Context: an optimization exercise on an open-source flow, tuned for small area. The choices shown serve that exercise and are no tape-out recipe.
The RTL was checked by simulation tests, not by an equivalence proof against the original design.
Power and IR drop assume default switching activity.

## flow/design.v (module list and top-level ports; edited modules follow where they fit)
// module mul32lo: 1366 lines
// module lc_nand2: 3 lines
// module lc_nand3: 3 lines
// module lc_nand4: 3 lines
// module lc_nor2: 3 lines
// module lc_nor3: 3 lines
// module lc_nor4: 3 lines
// module lc_a22oi: 3 lines
// module lc_a222oi: 3 lines
// module lc_wr3: 6 lines
// module lc_or2: 3 lines
// module lc_o22ai: 3 lines
// module lc_xor2: 3 lines
// module lc_or64: 18 lines
// module lc_or8: 8 lines
// module lc_or4: 6 lines
// module lc_fa: 4 lines
// module lc_ha: 4 lines
// module lc_bpp: 5 lines
// module lc_add32: 3 lines
// module tomasulo_core: 231 lines
module tomasulo_core #(
  parameter int DEPTH_ADD = 8,
  parameter int DEPTH_MUL = 4
) (
  input  logic                      clk,
  input  logic                      arst_n,
  input  logic                      issue_valid,
  input  logic [1:0]                issue_unit,
  input  logic [rs_pkg::REG_W-1:0]  issue_dst,
  input  logic [rs_pkg::REG_W-1:0]  issue_src1,
  input  logic [rs_pkg::REG_W-1:0]  issue_src2,
  input  logic                      issue_has_imm,
  input  logic [rs_pkg::WORD_W-1:0] issue_imm,
  output logic                      issue_accept,
  input  logic [rs_pkg::REG_W-1:0]  rd_sel,
  output logic [rs_pkg::TAG_W-1:0]  rd_tag,
  output logic [rs_pkg::WORD_W-1:0] rd_value
);
  // ...
==> flow/run.sh <==
#!/bin/bash
# synth_recipe.tcl (not shown) runs the flow's synth.tcl, then flattens the netlist and writes it again
# the make line also repeats each setting of config.mk as NAME=value (left out here)
make -C /OpenROAD-flow-scripts/flow DESIGN_CONFIG=/design/flow/config.mk WORK_HOME=/design/flow/orfs CLKGATE_MAP_FILE= SYNTH_SCRIPT=/design/flow/synth_recipe.tcl finish
==> flow/config.mk <==
export PLATFORM = sky130hd
export DESIGN_NAME = tomasulo_core
export DESIGN_NICKNAME = tomasulo_core
export VERILOG_FILES = /design/flow/design.v
export SDC_FILE = /design/flow/constraint.sdc
export NUM_CORES = 8
export LEC_CHECK = 0
export CAP_MARGIN = 20
export CORE_MARGIN = 2
export CORE_UTILIZATION = 25
export PLACE_DENSITY = 0.35
export SLEW_MARGIN = 20
export SYNTH_HIERARCHICAL = 1
export SYNTH_MINIMUM_KEEP_SIZE = 0
==> flow/constraint.sdc <==
create_clock -name core_clock -period 12.0 [get_ports {clk}]
set_input_delay 2.4000 -clock core_clock [delete_from_list [all_inputs] [get_ports {clk}]]
set_output_delay 2.4000 -clock core_clock [all_outputs]
set_load 0.01 [all_outputs]
==> qor.log, run 1 <==
[timing] measured slew at the worst slew-check pin 1.38 ns
[worst_setup_path] setup slack of the worst register-to-register path 1.99 ns
[timing] final count of hold timing violations 0
[yosys] post-synthesis async set-or-reset flop share 3.32%
[layout] Register Area 61,800 um2
[power] Internal Pwr Total 25.1 mW
[yosys] most frequent cell after synthesis nand2_1
[status] result of the run timing/DRC/antenna clean
[power] portion of total power attributed to combinational logic 57.1%
[worst_setup_path] ordered list of cells on the worst path clkdlybuf4s50_1 -> xnor2_1 -> nand3_1 -> nor4b_1 -> a2111oi_0 -> nand3_4 -> buf_12 -> nor2_4 -> buf_4 -> a222oi_1 -> nand4_1 -> nor2_1 -> nand3_1 -> or2_2 -> a222oi_1 -> nand2_1
[cts] quantity of hold-fixing buffers added after cts 0
[cts] clock transition time at the flip-flop clock pins of the worst setup and hold paths 0.06 ns
[global_routing] met3 capacity usage during global routing 16.1%
[route] metal1 wirelength 551 mm
[floorplanning] Die H 819 um
[timing] post-route fraction of the period consumed by the critical path 90.1%
[timing] relative slew slack 7.84%
[floorplanning] die area 671,000 um2
[route] wire length reported by the detailed router 1480 mm
[yosys] combinational family with the most area after synthesis compound AO/OA/AOI/OAI gates
[power] power share of the clock group 20.8%
[yosys] count of mapped cells out of synthesis 18,800
[timing] sum of negative setup slack 0 ns
[power] top power consumer group combinational logic
[layout] count of sequential standard cells 3,012
[layout] final-layout clock buffer total 604
[floorplanning] Horiz. Die Dim 819 um
[timing] clock skew after layout 0.111 ns
[hold_path] hold path depth 2
[job] number of max-cap violations 0
[global_routing] most used routing layer in global routing met2
[power] switching power share of the total 59.9%
[placement] pre-CTS WS 1.19 ns
[layout] total number of multi-input combinational cells 15,400
[yosys] simple-gate share of the synthesized area 21.0%
[route] Starting DRT DRC Count 62,100
[power] reported clock group power 13.0 mW
==> module tomasulo_core, before the edit <==
module tomasulo_core #(
  parameter int DEPTH_ADD = 8,
  parameter int DEPTH_MUL = 4
) (
  input  logic                      clk,
  input  logic                      arst_n,
  input  logic                      issue_valid,
  input  logic [1:0]                issue_unit,
  input  logic [rs_pkg::REG_W-1:0]  issue_dst,
  input  logic [rs_pkg::REG_W-1:0]  issue_src1,
  input  logic [rs_pkg::REG_W-1:0]  issue_src2,
  input  logic                      issue_has_imm,
  input  logic [rs_pkg::WORD_W-1:0] issue_imm,
  output logic                      issue_accept,
  input  logic [rs_pkg::REG_W-1:0]  rd_sel,
  output logic [rs_pkg::TAG_W-1:0]  rd_tag,
  output logic [rs_pkg::WORD_W-1:0] rd_value
);
  localparam int W  = rs_pkg::WORD_W;
  localparam int NR = rs_pkg::REG_NUM;
  localparam int NA = DEPTH_ADD;
  localparam int NM = DEPTH_MUL;
  localparam int NS = NA + NM;
  logic [NR-1:0][W-1:0] rf;      
  logic [NR-1:0]        rv;      
  logic [NS-1:0]        busy;
  logic [NS-1:0]        own;     
  logic [NS-1:0][5:0]   dst;
  logic [NS-1:0]        ra;      
  logic [NS-1:0]        rb;      
  logic [NS-1:0][W-1:0] wa;      
  logic [NS-1:0][W-1:0] wb;
  logic [NA-1:0]        a_oh;    
  logic [NM-1:0]        m_oh;    
  logic [W-1:0]         a_val;
  logic [W-1:0]         m_val;
  logic [NS-1:0]        bc;
  assign bc = {m_oh, a_oh};
  logic imm_mv, reg_mv, to_add, to_mul;
  assign imm_mv = (issue_unit == rs_pkg::UNIT_MV) &&  issue_has_imm;
  assign reg_mv = (issue_unit == rs_pkg::UNIT_MV) && !issue_has_imm;
  assign to_add = (issue_unit == rs_pkg::UNIT_ADD) || reg_mv;
  assign to_mul = (issue_unit == rs_pkg::UNIT_MUL);
  logic [NA-1:0] free_a;
  logic [NM-1:0] free_m;
  always_comb begin
    for (int i = 0; i < NA; i++) begin
      free_a[i] = !busy[i];
      for (int j = 0; j < i; j++) if (!busy[j]) free_a[i] = 1'b0;
    end
    for (int i = 0; i < NM; i++) begin
      free_m[i] = !busy[NA+i];
      for (int j = 0; j < i; j++) if (!busy[NA+j]) free_m[i] = 1'b0;
    end
  end
  logic alloc_a, alloc_m, imm_wr;
  assign alloc_a      = issue_valid && to_add && !(&busy[NA-1:0]);
  assign alloc_m      = issue_valid && to_mul && !(&busy[NS-1:NA]);
  assign imm_wr       = issue_valid && imm_mv;
  assign issue_accept = alloc_a || alloc_m || imm_wr;
  logic [NS-1:0] al;
  assign al = {free_m & {NM{alloc_m}}, free_a & {NA{alloc_a}}};
  logic [NS-1:0] m1, m2, mr, md;
  always_comb begin
    for (int s = 0; s < NS; s++) begin
      m1[s] = own[s] && (dst[s] == issue_src1);
      m2[s] = own[s] && (dst[s] == issue_src2);
      mr[s] = own[s] && (dst[s] == rd_sel);
      md[s] = own[s] && (dst[s] == issue_dst);
    end
  end
  logic [NR-1:0] sel1, sel2, selr;
  logic [W-1:0]  rf1, rf2;
  logic [W-1:0][NR-1:0] rft;   
  always_comb begin
    for (int r = 0; r < NR; r++) begin
      sel1[r] = rv[r] && use1 && (issue_src1 == 6'(r));
      sel2[r] = rv[r] && use2 && (issue_src2 == 6'(r));
      selr[r] = rv[r] && (rd_sel == 6'(r));
      for (int b = 0; b < W; b++) rft[b][r] = rf[r][b];
    end
  end
  for (genvar b = 0; b < W; b++) begin : g_rd
    lc_or64 u_p1 (.s(sel1), .d(rft[b]), .y(rf1[b]));
    lc_or64 u_p2 (.s(sel2), .d(rft[b]), .y(rf2[b]));
    lc_or64 u_pr (.s(selr), .d(rft[b]), .y(rd_value[b]));
  end
  always_comb begin
    rd_tag = '0;
    if (|mr[NA-1:0]) rd_tag[7:6] = rs_pkg::KIND_ADD;
    if (|mr[NS-1:NA]) rd_tag[7:6] = rs_pkg::KIND_MUL;
    for (int s = 0; s < NA; s++) if (mr[s]) rd_tag[2:0] = rd_tag[2:0] | 3'(s);
    for (int s = 0; s < NM; s++) if (mr[NA+s]) rd_tag[2:0] = rd_tag[2:0] | 3'(s);
  end
  logic w1, w2, ha1, hm1, ha2, hm2, reg2, use1, use2;
  assign w1   = |m1;
  assign w2   = |m2;
  assign reg2 = !reg_mv && !issue_has_imm;   
  assign use1 = !w1;
  assign use2 = !w2 && reg2;
  assign ha1  = |(m1[NA-1:0] & a_oh);
  assign hm1  = |(m1[NS-1:NA] & m_oh);
  assign ha2  = reg2 && |(m2[NA-1:0] & a_oh);
  assign hm2  = reg2 && |(m2[NS-1:NA] & m_oh);
  logic         ea_rdy, eb_rdy;
  logic [W-1:0] ea, eb;
  assign ea_rdy = !w1 || ha1 || hm1;
  assign eb_rdy = !reg2 || !w2 || ha2 || hm2;
  assign ea = rf1 | {{(W-NS){1'b0}}, m1};
  assign eb = rf2 | ({W{issue_has_imm}} & issue_imm) | {{(W-NS){1'b0}}, m2 & {NS{reg2}}};
  logic [NS-1:0] wka, wkb;   
  logic [NS-1:0] wka_a, wka_m, wkb_a, wkb_m;
  logic [NS-1:0] ena, enb;   
  always_comb begin
    for (int s = 0; s < NS; s++) begin
      wka_a[s] = al[s] ? ha1 : (!ra[s] && |(wa[s][NA-1:0] & a_oh));
      wka_m[s] = al[s] ? hm1 : (!ra[s] && |(wa[s][NS-1:NA] & m_oh));
      wkb_a[s] = al[s] ? ha2 : (!rb[s] && |(wb[s][NA-1:0] & a_oh));
      wkb_m[s] = al[s] ? hm2 : (!rb[s] && |(wb[s][NS-1:NA] & m_oh));
      ena[s]   = al[s] && !ha1 && !hm1;
      enb[s]   = al[s] && !ha2 && !hm2;
    end
  end
  assign wka = wka_a | wka_m;
  assign wkb = wkb_a | wkb_m;
  logic [NS-1:0][W-1:0] wa_d, wb_d;
  for (genvar s = 0; s < NS; s++) begin : g_st
    for (genvar b = 0; b < W; b++) begin : g_b
      lc_wr3 u_a (.h(!(al[s] || wka[s])), .q(wa[s][b]), .s0(ena[s]), .v0(ea[b]),
                  .s1(wka_a[s]), .v1(a_val[b]), .s2(wka_m[s]), .v2(m_val[b]), .d(wa_d[s][b]));
      lc_wr3 u_b (.h(!(al[s] || wkb[s])), .q(wb[s][b]), .s0(enb[s]), .v0(eb[b]),
                  .s1(wkb_a[s]), .v1(a_val[b]), .s2(wkb_m[s]), .v2(m_val[b]), .d(wb_d[s][b]));
    end
  end
  always_ff @(posedge clk) begin
    wa <= wa_d;
    wb <= wb_d;
    for (int s = 0; s < NS; s++) begin
      if (al[s]) begin
        ra[s]  <= ea_rdy;
        rb[s]  <= eb_rdy;
        dst[s] <= issue_dst;
      end else begin
        if (wka[s]) ra[s] <= 1'b1;
        if (wkb[s]) rb[s] <= 1'b1;
      end
    end
  end
  logic [NS-1:0] rdy;
  logic [NA-1:0] fire_a;
  logic [NM-1:0] fire_m;
  assign rdy = busy & ra & rb;
  always_comb begin
    for (int i = 0; i < NA; i++) begin
      fire_a[i] = rdy[i];
      for (int j = 0; j < i; j++) if (rdy[j]) fire_a[i] = 1'b0;
    end
    for (int i = 0; i < NM; i++) begin
      fire_m[i] = rdy[NA+i];
      for (int j = 0; j < i; j++) if (rdy[NA+j]) fire_m[i] = 1'b0;
    end
  end
  logic [W-1:0] a_x, a_y, m_x, m_y;
  logic [W-1:0][NA-1:0] wat_a, wbt_a;
  logic [W-1:0][NM-1:0] wat_m, wbt_m;
  always_comb begin
    for (int b = 0; b < W; b++) begin
      for (int s = 0; s < NA; s++) begin
        wat_a[b][s] = wa[s][b];
        wbt_a[b][s] = wb[s][b];
      end
      for (int s = 0; s < NM; s++) begin
        wat_m[b][s] = wa[NA+s][b];
        wbt_m[b][s] = wb[NA+s][b];
      end
    end
  end
  for (genvar b = 0; b < W; b++) begin : g_fm
    lc_or8 u_ax (.s(a_oh), .d(wat_a[b]), .y(a_x[b]));
    lc_or8 u_ay (.s(a_oh), .d(wbt_a[b]), .y(a_y[b]));
    lc_or4 u_mx (.s(m_oh), .d(wat_m[b]), .y(m_x[b]));
    lc_or4 u_my (.s(m_oh), .d(wbt_m[b]), .y(m_y[b]));
  end
  lc_add32 u_add (.a(a_x), .b(a_y), .s(a_val));
  mul32lo  u_mul (.x(m_x), .y(m_y), .p(m_val));
  logic rn;   
  assign rn = issue_accept;
  always_ff @(posedge clk or negedge arst_n) begin
    if (!arst_n) begin
      busy <= '0;
      own  <= '0;
      a_oh <= '0;
      m_oh <= '0;
    end else begin
      busy <= al | (busy & ~{fire_m, fire_a});
      own  <= al | (own & ~bc & ~(md & {NS{rn}}));
      a_oh <= fire_a;
      m_oh <= fire_m;
    end
  end
  logic [5:0] a_dst, m_dst;
  logic       a_own, m_own;
  always_comb begin
    a_dst = '0; m_dst = '0;
    for (int s = 0; s < NA; s++) a_dst = a_dst | ({6{a_oh[s]}} & dst[s]);
    for (int s = 0; s < NM; s++) m_dst = m_dst | ({6{m_oh[s]}} & dst[NA+s]);
  end
  assign a_own = |(a_oh & own[NA-1:0]);
  assign m_own = |(m_oh & own[NS-1:NA]);
  logic [NR-1:0] wi, wra, wrm, we;
  always_comb begin
    for (int r = 0; r < NR; r++) begin
      wi[r]  = imm_wr && (issue_dst == 6'(r));
      wra[r] = a_own && (a_dst == 6'(r)) && !wi[r];
      wrm[r] = m_own && (m_dst == 6'(r)) && !wi[r];
      we[r]  = wi[r] || wra[r] || wrm[r];
    end
  end
  logic [NR-1:0][W-1:0] rf_d;
  for (genvar r = 0; r < NR; r++) begin : g_rf
    for (genvar b = 0; b < W; b++) begin : g_b
      lc_wr3 u_w (.h(!we[r]), .q(rf[r][b]), .s0(wi[r]), .v0(issue_imm[b]),
                  .s1(wra[r]), .v1(a_val[b]), .s2(wrm[r]), .v2(m_val[b]), .d(rf_d[r][b]));
    end
  end
  always_ff @(posedge clk) rf <= rf_d;
  always_ff @(posedge clk or negedge arst_n) begin
    if (!arst_n) rv <= '0;
    else         rv <= rv | we;
  end
endmodule
==> inputs of run 2 (changes only) <==
--- a/flow/design.v
+++ b/flow/design.v
@@ -1552,8 +1552,8 @@
   logic [W-1:0][NR-1:0] rft;   
   always_comb begin
     for (int r = 0; r < NR; r++) begin
-      sel1[r] = rv[r] && use1 && (issue_src1 == 6'(r));
-      sel2[r] = rv[r] && use2 && (issue_src2 == 6'(r));
+      sel1[r] = rv[r] && (issue_src1 == 6'(r));
+      sel2[r] = rv[r] && (issue_src2 == 6'(r));
       selr[r] = rv[r] && (rd_sel == 6'(r));
       for (int b = 0; b < W; b++) rft[b][r] = rf[r][b];
     end
@@ -1584,8 +1584,9 @@
   logic [W-1:0] ea, eb;
   assign ea_rdy = !w1 || ha1 || hm1;
   assign eb_rdy = !reg2 || !w2 || ha2 || hm2;
-  assign ea = rf1 | {{(W-NS){1'b0}}, m1};
-  assign eb = rf2 | ({W{issue_has_imm}} & issue_imm) | {{(W-NS){1'b0}}, m2 & {NS{reg2}}};
+  assign ea = {rf1[W-1:NS], use1 ? rf1[NS-1:0] : m1};
+  assign eb = ({W{issue_has_imm}} & issue_imm) |
+              ({W{reg2}} & {rf2[W-1:NS], use2 ? rf2[NS-1:0] : m2});
   logic [NS-1:0] wka, wkb;   
   logic [NS-1:0] wka_a, wka_m, wkb_a, wkb_m;
   logic [NS-1:0] ena, enb;   
--- a/flow/config.mk
+++ b/flow/config.mk
@@ -6,9 +6,13 @@
 export NUM_CORES = 8
 export LEC_CHECK = 0
 export CAP_MARGIN = 20
+export CELL_PAD_IN_SITES_DETAIL_PLACEMENT = 1
+export CELL_PAD_IN_SITES_GLOBAL_PLACEMENT = 1
 export CORE_MARGIN = 2
-export CORE_UTILIZATION = 25
-export PLACE_DENSITY = 0.35
+export CORE_UTILIZATION = 27
+export CTS_CLUSTER_DIAMETER = 100
+export CTS_CLUSTER_SIZE = 18
+export PLACE_DENSITY = 0.37
 export SLEW_MARGIN = 20
 export SYNTH_HIERARCHICAL = 1
 export SYNTH_MINIMUM_KEEP_SIZE = 0
==> run 2 against run 1 <==
Compared with the run above:
- the layout now fails its checks (max-capacitance violations, max-slew violations)
- sequential share of layout area up 1.4 points
- largest cell class unchanged
- first-iteration DRC count shrank 1.0%
- critical path type is now in2out
- sequential power decreased by 8%
- via count up 0.60%
- non-clock buffer count decreased by 3
- highest routed layer unchanged
- power fell by 13%
- cell area is 4.4% lower
- register-to-register slack improved by 0.23 ns
==> qor.log, run 2 <==
[status] result of the run finished with violations
[status] layout check faults max-capacitance violations, max-slew violations
[global_routing] pin count of the biggest net entering global routing 89
[cts] clock buffers created by TritonCTS 210
[yosys] flops & latches, synth 3,012
[route] detail-routed via count per cell 7.79
[floorplanning] Horiz. Die Dim 787 um [-3.9%]
[hold_path] min-delay worst type reg2reg
[route] Wirelength per Cell 54.7 um
[layout] area added between synthesis and finish 17.9%
[power] power density over the cells 281 nW/um2
[timing] clock skew after layout 0.176 ns [+0.0647 ns]
[timing] minimum hold slack 0.445 ns
[layout] final cell count without fillers 28,100
[floorplanning] floorplan row count 287
[worst_setup_path] Worst setup SP type primary input
[yosys] Post-Syn Area 165,000 um2
[layout] proportion of layout cells with a drive suffix above 1 10.8%
[timing] final number of setup-violating endpoints 0
[layout] commonest cells after routing, fill and taps aside nand2_1 (6,408), a222oi_1 (5,024), dfxtp_1 (2,816)
[layout] utilization of the core after routing 31.9%
[cts] CTS max path bufs 4
[layout] flip-flop count of the largest register after layout 2,048
[yosys] warning count from the yosys run 7
[timing] post-route fraction of the period consumed by the critical path 87.4% [-2.7 points]
[floorplanning] die area 619,000 um2 [-7.7%]
[job] number of max-cap violations 1 [+1]
[cts] quantity of hold-fixing buffers added after cts 0 [unchanged]
[yosys] biggest area contributors in the synthesized netlist dfxtp_1 (34%), a222oi_1 (30%), nand2_1 (15%)
[layout] Biggest register rf
[cts] PostCTS Resize Cnt 0
[timing] smallest setup slack after layout 1.52 ns
[timing] sum of negative setup slack 0 ns [unchanged]
[yosys] area fraction of the dominant cell type after synthesis 34.1%
[placement] post-DP HPWL 952 mm
[power] worst vdd rail ir drop 2360 uV
[worst_setup_path] worst endpoint data arrival time 8.08 ns
[cts] clock latency on the worst-skew pair 1.14 ns
[cts] clock transition time at the flip-flop clock pins of the worst setup and hold paths 0.08 ns [+0.02 ns]
[yosys] post-synthesis async set-or-reset flop share 3.32% [unchanged]
[cts] number of setup buffers added after CTS 0
[layout] most common cell after layout, fill and taps aside nand2_1
[route] wire length reported by the detailed router 1530 mm [+3.5%]
[global_routing] antenna violations before repair 160
[placement] GP Congestion 1.01
[yosys] number of enable flip-flop cells after synthesis 96
[power] static leakage power 79.0 nW
[timing] minimum clock period after layout 10.48 ns
[global_routing] GRT Util Overall 46.5%
[timing] maximum operating frequency 95.4 MHz
[timing] Max Slew Vio Count 2
[route] Starting DRT DRC Count 61,400 [-1.0%]
[layout] Largest regs rf (2048), wa (384), wb (384)
[worst_setup_path] Worst R2R Path Depth 23
[timing] unrepaired setup endpoints after global routing false
[floorplanning] number of top-level pins 103
[yosys] mean area per synthesized cell 8.87 um2
[floorplanning] Die H 787 um [-3.9%]
[route] post-route ant nets 0
[floorplanning] area of the core region 611,000 um2
[timing] relative slew slack -1.15% [-9.0 points]
[cts] CTS H-Tree Depth 4
[yosys] count of mapped cells out of synthesis 18,700 [-0.62%]
[worst_setup_path] Critical Setup Path Class in2out
[placement] number of instances in the placed design 27,600
[hold_path] hold path depth 2 [unchanged]
[placement] number of input and output port buffers inserted 99
[yosys] list of most frequent post-synthesis cells nand2_1 (6,416), a222oi_1 (5,024), dfxtp_1 (2,816)
[worst_setup_path] critical path endpoint category output pin
[route] DRC errors left 0
[route] Detailed Routing Iterations Pass 1 17
[worst_setup_path] largest fanout on the critical path 17
[global_routing] number of global-route vias before repair 202,000
[worst_setup_path] data required time at the worst endpoint 9.60 ns
[route] vias 219,000
[placement] pre-CTS WS 2.29 ns [+1.10 ns]
[yosys] share of the yosys chip area belonging to registers 37.3%
[floorplanning] Starting Density 27.1%
[layout] layout filler cell count 70,300
[cts] clock tree from TritonCTS built
[yosys] Yosys top cell by area dfxtp_1
[yosys] post-synthesis cell type count 74
[cts] total clock sinks 3,012
[timing] measured slew at the worst slew-check pin 1.51 ns [+0.134 ns]
[cts] clock root buffer master clkbuf_16
[yosys] most frequent cell after synthesis nand2_1
[yosys] main flop type after synthesis dfxtp_1
[global_routing] total global routing overflow 0
[timing] final count of hold timing violations 0 [unchanged]
[global_routing] wire length of the first global-routing pass 1980 mm
[layout] number of nets at the end of the flow 20,100
==> run 2: cell types whose count changed after synthesis, sizes merged, moves of 13 or more <==
cell   change
nor4b     -19
a22o      +20
buf       -23
nand2     +25
nand3    -136
a22oi     +19
nor4      -13
o31ai     +13
and3     +114
inv       +20
a21o      -22
nor2      -99
==> run 2: path summary, 6_finish.rpt <==
path | start | to | slack [ns]
min in group asynchronous | arst_n | busy[8]$_DFF_PN0_ | 1.35
max reg2reg | m_oh[0]$_DFF_PN0_ | rf[1631]$_DFF_P_ | 2.22
min reg2reg | wa[143]$_DFF_P_ | wa[143]$_DFF_P_ | 0.44
max in group asynchronous | arst_n | rv[50]$_DFF_PN0_ | 8.71
max | rd_sel[1] | rd_value[26] | 1.52
min | wa[143]$_DFF_P_ | wa[143]$_DFF_P_ | 0.44
==> run 2: modules after synthesis (local to each module, per instance), excerpt <==
module,copies in the design,area (um2),cells inside,flops+latches
lc_a222oi,5024,10.0,1,0
lc_nand4,544,6.26,1,0
lc_fa,210,20.0,1,0
lc_nand3,96,5.00,1,0
lc_o22ai,256,6.26,1,0
lc_ha,30,12.5,1,0
lc_add32,2,1840,269,0
lc_nand2,6080,3.75,1,0
lc_xor2,256,8.76,1,0
lc_nor2,288,3.75,1,0
mul32lo,1,782,157,0
==> run 2: routing by layer <==
metal,global-route usage [%],vias up,wire [um]
met4,30.6,62,121000
met5,1.12,-,1300
met1,59.5,114000,589000
met3,19.9,3759,232000
li1,-,82300,-
met2,62.9,18900,591000
==> run 2: cells by family (layout without fill, tap and decap cells) <==
kind of cell,after synthesis,count (layout),share of synthesized area [%]
flip-flops,3012,3012,37.3
XOR/XNOR,633,633,3.35
buffers and inverters,400,1629,1.06
adder cells (fa/ha/maj),304,304,3.26
multiplexers,4,4,0.0242
AND/OR/NAND/NOR,8337,8337,20.7
other,2,101,0.00454
AO/OA/AOI/OAI,5963,5963,34.3
==> run 2: final cells by class <==
cell class / instances / area, um2 / share of cell area (%)
inverters: 124 / 465 / 0.239
flip-flops and latches: 3012 / 61800 / 31.7
clock inverters: 65 / 828 / 0.424
repair buffers: 1182 / 9550 / 4.89
well taps: 8092 / 10100 / 5.19
multi-input cells: 15200 / 106000 / 54.6
diodes: 96 / 240 / 0.123
clock buffers: 258 / 5640 / 2.89
==> run 2: critical path, stage by stage <==
cell and delay [ns]:
buf_2 0.49, nand2b_1 0.31, nor2_1 0.30, and3_1 0.68, a222oi_1 0.48, nand4_1 1.04
nor2_1 1.42, nand3_1 0.28, clkdlybuf4s50_1 0.60
==> run 2: stage by stage <==
stage / instance area [um2] / power [mW]
2_1_floorplan: 165000 / 22.2
3_3_place_gp: 188000 / 44.5
3_5_place_dp: 188000 / 44.5
4_1_cts: 195000 / 52.7
5_1_grt: 195000 / 54.3
6_report: 195000 / 54.8
==> run 2: power by group <==
group	internal, mW	switching (mW)
logic	5.23	28.4
registers	11.4	1.48
clock network	3.61	4.70
==> inputs of run 3 (changes only) <==
--- a/flow/design.v
+++ b/flow/design.v
@@ -1473,6 +1473,32 @@
 module lc_add32 (input wire [31:0] a, b, output wire [31:0] s);
   assign s = a + b;
 endmodule
+module lc_mux2 (input wire a0, a1, s, output wire y);
+  assign y = s ? a1 : a0;
+endmodule
+module lc_rca8 (input wire [7:0] a, b, input wire ci, output wire [7:0] s, output wire co);
+  wire [8:0] c;
+  assign c[0] = ci;
+  for (genvar i = 0; i < 8; i++) begin : g_b
+    lc_fa u_fa (.a(a[i]), .b(b[i]), .c(c[i]), .s(s[i]), .co(c[i+1]));
+  end
+  assign co = c[8];
+endmodule
+module lc_add32cs (input wire [31:0] a, b, output wire [31:0] s);
+  wire [4:0] c;
+  assign c[0] = 1'b0;
+  lc_rca8 u_b0 (.a(a[7:0]), .b(b[7:0]), .ci(1'b0), .s(s[7:0]), .co(c[1]));
+  for (genvar k = 1; k < 4; k++) begin : g_k
+    wire [7:0] s0, s1;
+    wire       c0, c1;
+    lc_rca8 u_r0 (.a(a[8*k+7:8*k]), .b(b[8*k+7:8*k]), .ci(1'b0), .s(s0), .co(c0));
+    lc_rca8 u_r1 (.a(a[8*k+7:8*k]), .b(b[8*k+7:8*k]), .ci(1'b1), .s(s1), .co(c1));
+    for (genvar i = 0; i < 8; i++) begin : g_m
+      lc_mux2 u_m (.a0(s0[i]), .a1(s1[i]), .s(c[k]), .y(s[8*k+i]));
+    end
+    assign c[k+1] = c[k] ? c1 : c0;
+  end
+endmodule
 `default_nettype wire
 `timescale 1ns/10ps
 `default_nettype none
@@ -1660,7 +1686,7 @@
     lc_or4 u_mx (.s(m_oh), .d(wat_m[b]), .y(m_x[b]));
     lc_or4 u_my (.s(m_oh), .d(wbt_m[b]), .y(m_y[b]));
   end
-  lc_add32 u_add (.a(a_x), .b(a_y), .s(a_val));
+  lc_add32cs u_add (.a(a_x), .b(a_y), .s(a_val));
   mul32lo  u_mul (.x(m_x), .y(m_y), .p(m_val));
   logic rn;   
   assign rn = issue_accept;
--- a/flow/config.mk
+++ b/flow/config.mk
@@ -9,10 +9,10 @@
 export CELL_PAD_IN_SITES_DETAIL_PLACEMENT = 1
 export CELL_PAD_IN_SITES_GLOBAL_PLACEMENT = 1
 export CORE_MARGIN = 2
-export CORE_UTILIZATION = 27
+export CORE_UTILIZATION = 25
 export CTS_CLUSTER_DIAMETER = 100
 export CTS_CLUSTER_SIZE = 18
-export PLACE_DENSITY = 0.37
+export PLACE_DENSITY = 0.34
 export SLEW_MARGIN = 20
 export SYNTH_HIERARCHICAL = 1
 export SYNTH_MINIMUM_KEEP_SIZE = 0
==> run 3 against run 2 <==
Compared with the run above:
- the run now finishes clean
- core utilization is 2.2 points lower
- first-iteration DRC count is 3.3% lower
- register-to-register slack better by 0.17 ns
- cell area is 0.47% higher
- via count is 1.9% lower
- critical path type unchanged
==> qor.log, run 3 <==
[yosys] mean area per synthesized cell 8.94 um2 [+0.80%]
[timing] Max Slew Vio Count 0 [-2]
[global_routing] number of global-route vias before repair 200,000 [-1.2%]
[layout] number of nets at the end of the flow 20,100 [-0.45%]
[yosys] Yosys top cell by area dfxtp_1
[route] detail-routed via count per cell 7.51 [-3.6%]
[global_routing] antenna violations before repair 160 [unchanged]
[job] number of max-cap violations 0 [-1]
[worst_setup_path] r2r endpoint rf[764]$_DFF_P_
[placement] post-DP HPWL 1030 mm [+8.1%]
[timing] maximum operating frequency 91.3 MHz [-4.3%]
[layout] most common cell after layout, fill and taps aside nand2_1
[cts] clock buffers created by TritonCTS 213 [+1.4%]
[cts] total clock sinks 3,012 [unchanged]
[power] worst vdd rail ir drop 2250 uV [-4.8%]
[worst_setup_path] CP peak stage delay 0.98 ns [-0.44 ns]
[worst_setup_path] setup slack of the worst register-to-register path 2.39 ns [+0.17 ns]
[power] overall power after layout 60.1 mW [+9.8%]
[yosys] list of most frequent post-synthesis cells nand2_1 (6,392), a222oi_1 (5,024), dfxtp_1 (2,816)
[route] Wirelength per Cell 54.8 um [+0.24%]
[route] vias 214,000 [-1.9%]
[yosys] biggest area contributors in the synthesized netlist dfxtp_1 (34%), a222oi_1 (30%), nand2_1 (15%)
[worst_setup_path] Worst R2R Path Depth 26 [+13%]
[timing] unrepaired setup endpoints after global routing false
[hold_path] hold-critical path endpoint wb[305]$_DFF_P_
[layout] Biggest register rf
[floorplanning] Starting Density 25.1% [-2.0 points]
[layout] layout filler cell count 75,700 [+7.8%]
[timing] measured slew at the worst slew-check pin 1.38 ns [-0.136 ns]
[route] DRC errors left 0 [unchanged]
[placement] number of input and output port buffers inserted 99 [unchanged]
[cts] clock root buffer master clkbuf_16
[worst_setup_path] ordered list of cells on the worst path clkdlybuf4s50_1 -> and2_1 -> buf_4 -> and3_2 -> buf_4 -> a222oi_1 -> nand4_1 -> nor2_1 -> nand3_1 -> clkdlybuf4s50_1
[global_routing] GRT Util Overall 44.3% [-2.3 points]
[layout] proportion of layout cells with a drive suffix above 1 11.3% [+0.53 points]
[timing] final count of hold timing violations 0 [unchanged]
[timing] relative slew slack 7.92% [+9.1 points]
[worst_setup_path] data required time at the worst endpoint 9.60 ns [about the same]
[global_routing] total global routing overflow 0 [unchanged]
[hold_path] hold path start wb[305]$_DFF_P_
[cts] quantity of hold-fixing buffers added after cts 0 [unchanged]
[route] Starting DRT DRC Count 59,400 [-3.3%]
[cts] clock tree from TritonCTS built
[layout] Register Area 61,800 um2 [unchanged]
[timing] clock skew after layout 0.110 ns [-0.0656 ns]
[yosys] number of enable flip-flop cells after synthesis 96 [unchanged]
[worst_setup_path] critical path endpoint category output pin
[floorplanning] Horiz. Die Dim 817 um [+3.8%]
[layout] flip-flop count of the largest register after layout 2,048 [unchanged]
[yosys] count of mapped cells out of synthesis 18,500 [-0.99%]
[yosys] main flop type after synthesis dfxtp_1
[layout] Largest regs rf (2048), wa (384), wb (384)
[hold_path] min-delay worst type reg2reg
[yosys] warning count from the yosys run 7 [unchanged]
[timing] post-route fraction of the period consumed by the critical path 91.3% [+3.9 points]
[floorplanning] die area 667,000 um2 [+7.7%]
[worst_setup_path] slowest library cell on the worst path nor2_1
[worst_setup_path] r2r startpoint m_oh[2]$_DFF_PN0_
[timing] final number of setup-violating endpoints 0 [unchanged]
[worst_setup_path] worst endpoint data arrival time 8.56 ns [+0.48 ns]
[layout] area added between synthesis and finish 18.7%
[power] static leakage power 79.3 nW [+0.40%]
[yosys] most frequent cell after synthesis nand2_1
[yosys] Post-Syn Area 165,000 um2 [-0.20%]
[cts] CTS H-Tree Depth 4 [unchanged]
[worst_setup_path] Critical Setup Path Class in2out
[layout] commonest cells after routing, fill and taps aside nand2_1 (6,384), a222oi_1 (5,024), dfxtp_1 (2,816)
[yosys] share of the yosys chip area belonging to registers 37.4% [+0.074 points]
[cts] clock transition time at the flip-flop clock pins of the worst setup and hold paths 0.08 ns [about the same]
[cts] number of setup buffers added after CTS 0 [unchanged]
[layout] utilization of the core after routing 29.8% [-2.2 points]
[worst_setup_path] largest fanout on the critical path 16 [-1]
[yosys] post-synthesis async set-or-reset flop share 3.32% [unchanged]
[cts] PostCTS Resize Cnt 0 [unchanged]
[yosys] flops & latches, synth 3,012 [unchanged]
[cts] clock latency on the worst-skew pair 1.12 ns [-0.02 ns]
[floorplanning] area of the core region 658,000 um2 [+7.8%]
[timing] sum of negative setup slack 0 ns [unchanged]
[route] post-route ant nets 0 [unchanged]
[route] wire length reported by the detailed router 1570 mm [+2.0%]
[floorplanning] number of top-level pins 103 [unchanged]
[global_routing] wire length of the first global-routing pass 2020 mm [+2.0%]
[status] result of the run timing/DRC/antenna clean
[floorplanning] floorplan row count 298 [+3.8%]
[hold_path] hold path depth 2 [unchanged]
[timing] minimum clock period after layout 10.96 ns [+0.472 ns]
[floorplanning] Die H 817 um [+3.8%]
[placement] GP Congestion 1.03 [+1.7%]
[global_routing] pin count of the biggest net entering global routing 89 [unchanged]
[power] power density over the cells 307 nW/um2 [+9.3%]
[route] Detailed Routing Iterations Pass 1 17 [unchanged]
[yosys] area fraction of the dominant cell type after synthesis 34.1% [+0.067 points]
[cts] CTS max path bufs 4 [unchanged]
[worst_setup_path] Worst setup SP type primary input
[layout] area of the multi-input gates 106,000 um2 [-0.33%]
[yosys] post-synthesis cell type count 75 [+1.4%]
run 3: cell count changes after synthesis, sizes merged, moves of 10 or more:
| cell | before | now |
|---|---|---|
| nor2 | 671 | 656 |
| o21ai | 106 | 87 |
| xnor2 | 253 | 232 |
| mux2 | 0 | 26 |
| clkbuf | 153 | 143 |
| fa | 212 | 267 |
| inv | 124 | 111 |
| nand2 | 6416 | 6392 |
| ha | 92 | 61 |
| a21o | 30 | 16 |
| a21oi | 124 | 83 |
run 3: routing by layer:
metal | up-vias | wire length [um] | share of wire, % | track usage [%]
li1 | 81700 | - | - | -
met3 | 3558 | 201000 | 13 | 15.3
met1 | 112000 | 604000 | 39 | 56.0
met4 | 50 | 132000 | 8.4 | 30.5
met2 | 16900 | 628000 | 40 | 62.8
met5 | - | 564 | 0.036 | 0.0997
run 3: power breakdown:
| part | switching (mW) | internal, mW | leakage, nW |
|---|---|---|---|
| sequential | 2.01 | 11.5 | 25.1 |
| clock | 4.80 | 3.70 | 3.28 |
| combinational | 32.0 | 6.04 | 50.9 |
| total | 38.8 | 21.3 | 79.3 |
run 3: how the worst max path moves through the flow:
| stage | start | end | slack, ns | cells after the start |
|---|---|---|---|---|
| 2_1_floorplan | m_oh[2]$_DFF_PN0_ | rf[1021]$_DFF_P_ | 0.02 | 22 |
| 3_3_place_gp | rd_sel[5] | rd_value[4] | 1.49 | 10 |
| 3_5_place_dp | rd_sel[5] | rd_value[4] | 1.51 | 10 |
| 4_1_cts | rd_sel[5] | rd_value[4] | 1.50 | 10 |
| 5_1_grt | rd_sel[4] | rd_value[19] | 1.44 | 10 |
| 6_report | rd_sel[4] | rd_value[9] | 1.04 | 10 |
run 3: stage by stage:
stage / cell area (um2) / worst slack (ns) / hold WS, ns / std cells
5_1_grt: 196000 / 1.44 / 0.460 / 28500
6_report: 196000 / 1.04 / 0.445 / 28600
4_1_cts: 196000 / 1.50 / 0.447 / 28500
3_5_place_dp: 189000 / 1.51 / 0.433 / 28100
2_1_floorplan: 165000 / 0.0228 / 0.422 / 18500
3_3_place_gp: 189000 / 1.49 / 0.429 / 28100
run 3: worst max-delay path, delay by kind of cell:
kind / cells / cell delay (ns)
and+or+nand+nor: 5 / 3.18
buffers and inverters: 4 / 2.12
AOI/OAI and AO/OA: 1 / 0.81
run 3: modules after synthesis (local to each module, per instance), excerpt:
module	copies in the design	cells	flip-flops and latches	cell area, um2
lc_a222oi	5024	1	0	10.0
lc_add32cs	1	4	0	37.5
lc_fa	266	1	0	20.0
lc_ha	30	1	0	12.5
lc_mux2	24	1	0	15.0
lc_nand2	6080	1	0	3.75
lc_nand4	544	1	0	6.26
lc_o22ai	256	1	0	6.26
mul32lo	1	157	0	782
run 3: final cells by class:
type,instances,area share [%]
multi-input combinational,15100,54.1
sequential,3012,31.5
tap,8700,5.55
timing repair buffer,1234,5.04
clock buffer,267,2.98
clock inverter,74,0.450
inverter,111,0.212
antenna,78,0.0995
run 3: cells by family (layout without fill, tap and decap cells):
kind of cell | after synthesis | after routing | synth area share, %
AND/OR/NAND/NOR | 8270 | 8270 | 20.6
AO/OA/AOI/OAI | 5848 | 5848 | 33.9
flip-flops | 3012 | 3012 | 37.4
XOR/XNOR | 604 | 604 | 3.20
buffers and inverters | 376 | 1686 | 1.01
adder cells (fa/ha/maj) | 328 | 328 | 3.70
multiplexers | 28 | 28 | 0.249
other | 4 | 90 | 0.00909

re-timing with driven ports:
In the flow no input, the clock included, has a driving cell. The finished layouts below were timed again as built, in two steps.
Step 1: set_driving_cell puts a clkbuf_16 on clk and a buf_2 on each other input, an assumption about the parent block.
Step 2, shift: input delay + t, output delay - t, t = (earliest + latest rising clock arrival at the registers) / 2. This alone moves slack from input paths to output paths.
a / b / c = ideal ports / drivers / drivers and shift; a / b = the first two.
run	shift t [ns]	setup WS [ns]	clock arrival spread, ns	pins driven straight from the clock port
run 1	1.248	1.192 / 1.299 / 0.051	0.116 / 0.116	1
run 2	1.191	1.517 / 1.492 / 1.492	0.176 / 0.177	1
run 3	1.208	1.045 / 1.011 / 1.011	0.111 / 0.111	1
For run 1, which loses most, drivers alone change the setup slack by +0.107 ns; drivers and shift together by -1.141 ns.
